From an optimization exercise on the open Yosys and OpenROAD flow, aimed at small area, a short achievable clock period and few clock cycles per item; shortcuts taken in it are not production practice.
In this exercise RTL edits were held to simulation tests only and were not proved equivalent to the original.
Power is estimated from default activity; no workload was simulated.

==> job 2460: inputs <==
// cave_automaton_generation_unit
module cave_automaton_generation_unit (
  input  logic                          clk_i,
  input  logic                          rst_ni,
  input  logic                          psel,
  input  logic                          penable,
  input  logic                          pwrite,
  input  logic [cag_pkg::ADDR_W-1:0]    paddr,
  input  logic [cag_pkg::DATA_W-1:0]    pwdata,
  output logic [cag_pkg::DATA_W-1:0]    prdata,
  output logic                          pready,
  input  logic                          in_valid_i,
  output logic                          in_ready_o,
  input  logic [cag_pkg::LINE_W-1:0]    line_cells_i,
  output logic                          out_valid_o,
  input  logic                          out_ready_i,
  output logic [cag_pkg::LINE_W-1:0]    new_line_cells_o,
  output logic [cag_pkg::NUM_W-1:0]     line_number_o,
  output logic                          run_last_o,
  output logic                          grid_done_o
);
Settings: LEC_CHECK=0, CAP_MARGIN=20, CORE_MARGIN=2, CORE_UTILIZATION=75, CTS_BUF_LIST=sky130_fd_sc_hd__clkbuf_16, CTS_CLUSTER_DIAMETER=60, CTS_CLUSTER_SIZE=30, PLACE_DENSITY=0.8, SETUP_SLACK_MARGIN=3.9, SLEW_MARGIN=20; clock period 6.5 ns.
run.sh (not shown) runs the stock make flow with config.mk's settings and CLKGATE_MAP_FILE= SYNTH_SCRIPT=/design/flow/synth_recipe.tcl, a recipe that flattens the netlist after the stock synthesis.
==> job 4906: changes against job 2460 <==
--- a/flow/design.v
+++ b/flow/design.v
@@ -5,47 +5,74 @@
   localparam int unsigned NUM_W     = 12;
   localparam int unsigned ADDR_W    = 3;
   localparam int unsigned DATA_W    = 32;
   localparam int unsigned MIN_LINES = 6;
   localparam int unsigned MAX_LINES = 4096;
   localparam int unsigned MIN_LEN   = 6;
 endpackage
 module cag_cell (
-  input  logic [2:0] col_s_i,    
-  input  logic [2:0] col_c_i,    
+  input  logic [2:0] lo_n_i,    
+  input  logic [2:0] md_i,      
+  input  logic [2:0] hi_n_i,    
   output logic       maj_o
 );
-  logic k_ge2, k_all, k_any;
-  assign k_ge2 = (col_c_i[0] & col_c_i[1]) | (col_c_i[0] & col_c_i[2]) | (col_c_i[1] & col_c_i[2]);
-  assign k_all = &col_c_i;
-  assign k_any = |col_c_i;
-  assign maj_o = (k_ge2 & (|col_s_i)) | k_all | (k_any & (&col_s_i));
+  logic lo, md, hi;
+  assign lo    = !(&lo_n_i);    
+  assign md    = (md_i[0] & md_i[1]) | (md_i[2] & (md_i[0] | md_i[1]));
+  assign hi    = !(|hi_n_i);    
+  assign maj_o = (lo & md) | (hi & (lo | md));
 endmodule
 module cag_row (
   input  logic [cag_pkg::LINE_W-1:0] above_i,
   input  logic [cag_pkg::LINE_W-1:0] cur_i,
   input  logic [cag_pkg::LINE_W-1:0] below_i,
   output logic [cag_pkg::LINE_W-1:0] maj_o
 );
-  logic [cag_pkg::LINE_W-1:0] col_s, col_c;
+  logic [cag_pkg::LINE_W-1:0] col_lo_n, col_md, col_hi_n;
   for (genvar y = 0; y < cag_pkg::LINE_W; y++) begin : g_col
-    assign {col_c[y], col_s[y]} = 2'(above_i[y]) + 2'(cur_i[y]) + 2'(below_i[y]);
+    if (y >= 2 && y <= cag_pkg::LINE_W - 2) begin : g_sort
+      cag_col u_col (
+        .a_i    (above_i[y]),
+        .b_i    (cur_i[y]),
+        .c_i    (below_i[y]),
+        .lo_n_o (col_lo_n[y]),
+        .md_o   (col_md[y]),
+        .hi_n_o (col_hi_n[y])
+      );
+    end else begin : g_none
+      assign col_lo_n[y] = 1'b1;
+      assign col_md[y]   = 1'b0;
+      assign col_hi_n[y] = 1'b1;
+    end
   end
   for (genvar y = 0; y < cag_pkg::LINE_W; y++) begin : g_lane
     if (y >= 3 && y <= cag_pkg::LINE_W - 3) begin : g_cell
       cag_cell u_cell (
-        .col_s_i (col_s[y+1:y-1]),
-        .col_c_i (col_c[y+1:y-1]),
-        .maj_o   (maj_o[y])
+        .lo_n_i (col_lo_n[y+1:y-1]),
+        .md_i   (col_md[y+1:y-1]),
+        .hi_n_i (col_hi_n[y+1:y-1]),
+        .maj_o  (maj_o[y])
       );
     end else begin : g_none
       assign maj_o[y] = 1'b0;
     end
   end
+endmodule
+module cag_col (
+  input  logic a_i,
+  input  logic b_i,
+  input  logic c_i,
+  output logic lo_n_o,
+  output logic md_o,
+  output logic hi_n_o
+);
+  assign lo_n_o = !(a_i & b_i & c_i);
+  assign md_o   = (a_i & b_i) | (c_i & (a_i | b_i));
+  assign hi_n_o = !(a_i | b_i | c_i);
 endmodule
 module cave_automaton_generation_unit (
   input  logic                          clk_i,
   input  logic                          rst_ni,
   input  logic                          psel,
   input  logic                          penable,
   input  logic                          pwrite,
   input  logic [cag_pkg::ADDR_W-1:0]    paddr,
@@ -90,46 +117,50 @@
       else          line_count_q  <= pwdata[CW-1:0];
     end
   end
   always_ff @(posedge clk_i) begin
     rdata_q <= paddr[2] ? CW'(line_length_q) : line_count_q;
   end
   assign prdata = cag_pkg::DATA_W'(rdata_q);
   logic [NW-1:0] last_row;
-  logic [LW-1:0] len_eff;
+  logic [W+1:0]  len_therm;      
   logic [W-1:0]  len_mask, col_in;
   always_comb begin
     if (line_count_q < CW'(cag_pkg::MIN_LINES))      last_row = NW'(cag_pkg::MIN_LINES - 1);
     else if (line_count_q > CW'(cag_pkg::MAX_LINES)) last_row = NW'(cag_pkg::MAX_LINES - 1);
     else                                             last_row = NW'(line_count_q - CW'(1));
-    if (line_length_q < LW'(cag_pkg::MIN_LEN))       len_eff = LW'(cag_pkg::MIN_LEN);
-    else if (line_length_q > LW'(W))                 len_eff = LW'(W);
-    else                                             len_eff = line_length_q;
+    for (int k = 0; k < W + 2; k++)
+      len_therm[k] = (k < cag_pkg::MIN_LEN) ? 1'b1
+                   : (k < W) ? (line_length_q > LW'(k)) : 1'b0;
     for (int y = 0; y < W; y++) begin
-      len_mask[y] = (LW'(y) < len_eff);
-      col_in[y]   = (y >= 3) && (LW'(y + 3) <= len_eff);
-    end
-  end
-  logic [W-1:0] maj, beat_cells;
+      len_mask[y] = len_therm[y];
+      col_in[y]   = (y >= 3) && len_therm[y + 2];
+    end
+  end
+  logic [W-1:0] maj, use_maj, cell_base, cell_next;
   logic         row_in, beat_last, beat_done;
   cag_row u_row (
     .above_i (a_q),
     .cur_i   (b_q),
     .below_i (line_cells_i),
     .maj_o   (maj)
   );
   logic num_restart;
   assign num_restart = out_done_q || out_fresh_q;
   assign row_in    = !num_restart && (out_num_q >= NW'(2)) && (rem_q >= NW'(2));
   assign beat_last = (rem_q != NW'(1));
   assign beat_done = (rem_q == '0);
   always_comb begin
-    for (int y = 0; y < W; y++)
-      beat_cells[y] = (row_in && col_in[y]) ? maj[y] : (b_q[y] && len_mask[y]);
+    for (int y = 0; y < W; y++) begin
+      use_maj[y]   = !p_full_q && row_in && col_in[y];
+      cell_base[y] = p_full_q ? p_cells_q[y]
+                              : (b_q[y] && len_mask[y] && !(row_in && col_in[y]));
+      cell_next[y] = (maj[y] && use_maj[y]) || cell_base[y];
+    end
   end
   logic in_fire, flush, emit, out_free, to_out, to_skid, skid_out, out_load;
   assign in_fire  = in_valid_i && !p_full_q;
   assign flush    = !p_full_q && !in_valid_i && b_pend_q && beat_done;
   assign emit     = (in_fire && b_pend_q) || flush;
   assign out_free = !out_valid_q || out_ready_i;
   assign to_out   = emit && out_free;
   assign to_skid  = emit && !out_free;
@@ -162,23 +193,23 @@
       if (out_load)         out_fresh_q <= 1'b0;
     end
   end
   always_ff @(posedge clk_i) begin
     if (in_fire) begin
       a_q <= b_q;
       b_q <= line_cells_i;
     end
+    p_cells_q <= cell_next;
     if (!p_full_q) begin
-      p_cells_q <= beat_cells;
       p_last_q  <= beat_last;
       p_done_q  <= beat_done;
     end
     if (out_load) begin
-      out_cells_q <= p_full_q ? p_cells_q : beat_cells;
+      out_cells_q <= cell_next;
       out_last_q  <= p_full_q ? p_last_q : beat_last;
       out_done_q  <= p_full_q ? p_done_q : beat_done;
       out_num_q   <= num_restart ? '0 : out_num_q + NW'(1);
     end
   end
   assign in_ready_o       = rdy_q;
   assign out_valid_o      = out_valid_q;
   assign new_line_cells_o = out_cells_q;
==> flow/flow/run.sh (new file) <==
#!/bin/bash
# The standard layout, with the ports buffered by buf_1 cells instead of the default choice.
# ORFS's own logs stay under orfs/logs; make's output goes to standard.log here.
set -euo pipefail
bash standard.sh 'BUFFER_PORTS_ARGS=-buffer_cell sky130_fd_sc_hd__buf_1' finish > standard.log 2>&1
==> flow/standard.sh (new file) <==
#!/bin/bash
# synth_recipe.tcl (not shown) runs the flow's synth.tcl, then flattens the netlist and writes it again
# the make line also repeats each setting of config.mk as NAME=value (left out here)
make -C /OpenROAD-flow-scripts/flow DESIGN_CONFIG=/design/flow/config.mk WORK_HOME=/design/flow/orfs CLKGATE_MAP_FILE= SYNTH_SCRIPT=/design/flow/synth_recipe.tcl "${@:-finish}"
- CORE_UTILIZATION: 75 -> 56
- PLACE_DENSITY: 0.8 -> 0.7
- SETUP_SLACK_MARGIN: 3.9 -> 4.1
- SYNTH_HIERARCHICAL: not set -> 1
removed: flow/run.sh
==> run_results.csv <==
group,metric,value,unit
run_status,error,"[ERROR DPL-0033] detailed placement checks failed during check placement.",
place,gp_congestion,0.9503,
floorplanning,initial_core_util,0.7687,
run_status,stop_stage,"4_1_cts",
cts,cts_setup_buffers,139,
yosys,ys_ff_latch,319,
run_status,outcome,"stopped before the end",
place,placed_area,19820,sq um
floorplanning,num_rows,55,
yosys,syn_area_per_cell,10.31,sq um
yosys,synth_cell_types,88,
cts,ctsResizeCount,531,
That was job 2460.
==> run_results.csv <==
group,metric,value,unit
run_status,outcome,"finished clean",
layout,final_cells,2086,
critical_path,r2r-end,"out_cells_q[18]",
routing,drtIter0Drc,1293,
yosys,syn_area_per_cell,11.08,sq um
layout,largestRegisters,"b_q x64, out_cells_q x64, p_cells_q x64",
layout,utilization,0.7034,
sta,slew_viol_final,0,
layout,dominant_cells,"sequential cells",
place,gp_congestion,0.8832,
pwr,ir_drop,0.2498,mV
cts,cts_setup_buffers,45,
floorplanning,num_rows,61,
sta,setup_viol,0,
layout,final_nets,1800,
place,placed_area,17020,sq um
cts,ctsResizeCount,93,
pwr,power-top-group,"sequential cells",
That was job 4906.
Testbench counts of job 2460, summed over its fixed seeds: cycles 5,576, lines 5,552.
Testbench counts of job 4906, summed over its fixed seeds: cycles 5,576, lines 5,552.

[static timing again, ports no longer ideal]
The flow's constraints put no driver on any port. The routed layout listed below was extracted and timed again, unchanged, in two steps. Step 1 assumes that a clkbuf_16 drives the clock port and a buf_2 every other input. Step 2, shift: input delay + t, output delay - t, t = (earliest + latest rising clock arrival at the registers) / 2. This alone moves slack from input paths to output paths. Slacks: no drivers / after step 1 / after step 2; pairs: no drivers / after step 1.
run: job 4906
t, ns: 0.605
setup slack, ns: 3.860 / 3.860 / 3.365
worst setup path after step 2: input to register
clock arrival spread, ns: 0.041 / 0.041
cell pins on the clock port's net: 1
After both steps setup and hold are still met in job 4906. For job 4906, drivers alone change the setup slack by 0.000 ns; drivers and shift together by -0.495 ns.
